This is an optimization exercise on Yosys and OpenROAD, whose aim is a short achievable clock period and few clock cycles, not a production implementation.
At most, simulation tests tie the RTL to the original design; equivalence was not proved.
Power is estimated from default activity; no workload was simulated.

Setup of old:
Design pipeCpu, start of the top module:
module pipeCpu (
    input  logic        clk,
    input  logic        rstN,
    output logic [31:0] pc,
    input  logic [31:0] inst,
    output logic [31:0] dataAddress,
    output logic [31:0] writeMemData,
    output logic        memRead,
    output logic        memWrite,
    input  logic [31:0] readMemData
);
    localparam bit PRED_FWD_BNE = 1'b1;
    logic        validD;
    logic [31:0] instD;
    logic        predD;
    logic [31:0] pcPlus4D;
    logic [4:0]  srcAD;
    logic [4:0]  srcTD;
    logic [4:0]  srcBD;
    logic        regWriteE;
    logic        memReadE;
    logic        memWriteE;
    logic        isBrE;
    logic        flipE;
    logic [4:0]  writeRegE;
    logic [31:0] aE;
    logic [31:0] bE;
    logic [31:0] tE;
    logic        subE;
    logic        andE;
    logic        orE;
    logic        sltE;
    logic        addE;
    logic [31:0] altPcE;
    logic        regWriteM;
    logic        memReadM;
    logic        memWriteM;
    logic [4:0]  writeRegM;
    logic [31:0] aluM;
    logic [31:0] storeM;
    logic        regWriteW;
    logic [4:0]  writeRegW;
    logic [31:0] wbData;
    logic        redirect;
    logic        stall;
    logic        fixD;
    logic [29:0] brTargetD;
    logic        brTargetCo;
    logic [31:0] aluOut;
    logic [31:0] pcPlus4F;
    logic        pcIncCo;
    logic [5:0]  opF;
    logic        isJF;
    logic        isBrF;
  ...
Size in the first run: ~1400 flip-flops, ~160 I/O pins.
Settings: LEC_CHECK=0, ABC_CLOCK_PERIOD_IN_PS=2500, CAP_MARGIN=20, CORE_MARGIN=2, CORE_UTILIZATION=40, PLACE_DENSITY=0.6, SETUP_SLACK_MARGIN=4.2, SLEW_MARGIN=20, TNS_END_PERCENT=100; clock period 7.0 ns.
run.sh (not shown) runs the stock make flow with config.mk's settings and CLKGATE_MAP_FILE= SYNTH_SCRIPT=/design/flow/synth_recipe.tcl, a recipe that flattens the netlist after the stock synthesis.
Modified inputs, new compared to old
--- a/flow/design.v
+++ b/flow/design.v
@@ -118,27 +118,25 @@
     logic [4:0]  writeRegM;
     logic [31:0] aluM;
     logic [31:0] storeM;
     logic        regWriteW;
     logic [4:0]  writeRegW;
     logic [31:0] wbData;
     logic        redirect;
     logic        stall;
-    logic        fixD;
-    logic [29:0] brTargetD;
-    logic        brTargetCo;
     logic [31:0] aluOut;
     logic [31:0] pcPlus4F;
     logic        pcIncCo;
     logic [5:0]  opF;
     logic        isJF;
     logic        isBrF;
     logic        predF;
     logic [31:0] jTargetF;
+    logic        shortF;
     logic [6:0]  brLoF;
     logic        brLoCo;
     logic [22:0] hiP1F;
     logic [22:0] hiM1F;
     logic        hiP1Co;
     logic        hiM1Co;
     logic [22:0] brHiF;
     logic [31:0] brTargetF;
@@ -149,17 +147,18 @@
         .cin  (1'b1),
         .sum  (pcPlus4F[31:2]),
         .cout (pcIncCo)
     );
     assign pcPlus4F[1:0] = pc[1:0];
     assign opF      = inst[31:26];
     assign isJF     = (opF == OP_J);
     assign isBrF    = (opF == OP_BEQ) || (opF == OP_BNE);
-    assign predF    = isBrF
+    assign shortF   = (inst[15:6] == 10'h000) || (inst[15:6] == 10'h3ff);
+    assign predF    = isBrF && shortF
                       && ((inst[25:21] == inst[20:16]) ? !opF[0]
                           : (inst[15] || (PRED_FWD_BNE && opF[0])));
     assign jTargetF = {pcPlus4F[31:28], inst[25:0], 2'b00};
     ksAdd #(.W(7)) u_brLo (
         .a    (pc[8:2]),
         .b    (inst[6:0]),
         .cin  (1'b1),
         .sum  (brLoF),
@@ -205,26 +204,24 @@
     assign srcTF   = usesRtF ? inst[20:16] : 5'd0;
     assign srcBF   = rtAsBF ? inst[20:16] : 5'd0;
     assign fetchNext = isJF ? jTargetF : predF ? brTargetF : pcPlus4F;
     always_ff @(posedge clk or negedge rstN) begin
         if (!rstN) begin
             pc <= 32'd0;
         end else if (redirect) begin
             pc <= altPcE;
-        end else if (fixD) begin
-            pc <= {brTargetD, 2'b00};
         end else if (!stall) begin
             pc <= fetchNext;
         end
     end
     always_ff @(posedge clk or negedge rstN) begin
         if (!rstN) begin
             validD <= 1'b0;
-        end else if (redirect || fixD) begin
+        end else if (redirect) begin
             validD <= 1'b0;
         end else if (!stall) begin
             validD <= 1'b1;
         end
     end
     always_ff @(posedge clk) begin
         if (!stall) begin
             instD    <= inst;
@@ -256,16 +253,18 @@
     logic [4:0]  srcB;
     logic [4:0]  writeRegD;
     logic        regWriteD;
     logic [31:0] rf1;
     logic [31:0] rf2;
     logic [31:0] rsValD;
     logic [31:0] rtValD;
     logic [31:0] wbNext;
+    logic [29:0] brTargetD;
+    logic        brTargetCo;
     assign opD = instD[31:26];
     assign fnD = instD[5:0];
     assign rsD = instD[25:21];
     assign rtD = instD[20:16];
     always_comb begin
         known     = 1'b1;
         useImm    = 1'b0;
         writes    = 1'b0;
@@ -351,18 +350,16 @@
         .regWrite  (regWriteW),
         .readData1 (rf1),
         .readData2 (rf2)
     );
     assign rsValD = (regWriteM && writeRegM == rsD) ? wbNext
                   : (regWriteW && writeRegW == rsD) ? wbData : rf1;
     assign rtValD = (regWriteM && writeRegM == rtD) ? wbNext
                   : (regWriteW && writeRegW == rtD) ? wbData : rf2;
-    assign fixD = validD && predD && !stall
-                  && !((instD[15:6] == 10'h000) || (instD[15:6] == 10'h3ff));
     assign stall = memReadE && regWriteE
                    && ((srcA != 5'd0 && srcA == writeRegE) || (srcT != 5'd0 && srcT == writeRegE));
     always_ff @(posedge clk or negedge rstN) begin
         if (!rstN) begin
             regWriteE <= 1'b0;
             memReadE  <= 1'b0;
             memWriteE <= 1'b0;
             isBrE     <= 1'b0;
[summary]
Summary of the comparison: number of antenna violations at the first check in global routing is lower in new, relative to old.
The final layouts of old and new pass the timing, design-rule and antenna checks.
Re total of clock buffers placed in the layout: no difference whatsoever between new and old.
Compared to old, the routing of new uses less wire.
From old to new the numbers moved as follows: netlist area before placement flat; time the worst path needs with I/O delays and setup fell 0.53 ns.
Sequential share of power, old and new, lower one = old.
As far as utilization is concerned, new and old perform about the same.
NOTE: ratio of final minimum period to clock period in new falls short of that of old
Final cell count without fillers was lower in the run labelled new.
Testbench counts of new, summed over its fixed seeds: cycles 14,105.
No functional check of the RTL was part of old.

==> port drivers added, routing unchanged <==
The results above use ideal ports. As a check the final layouts listed here were re-extracted and re-timed, cells and wires unchanged. Step 1, drivers: a clkbuf_16 drives clk and a buf_2 each remaining input, both assumed. Step 2, shift: input delay + t, output delay - t, t = (earliest + latest rising clock arrival at the registers) / 2. This alone moves slack from input paths to output paths. Three values: ideal ports, drivers, drivers and shift; two values: the first two.
run	t, ns	setup WS [ns]	worst setup path after step 2	worst slew at a driven data input, ns	pins driven straight from the clock port
old	0.873	3.274 / 3.309 / 2.437	input to register	0.08	1
new	0.877	3.804 / 3.804 / 3.002	input to register	0.12	1
After both steps every run listed still meets setup and hold. The setup slack of old, which loses most, moves by +0.035 ns with the drivers and by -0.837 ns with both steps.
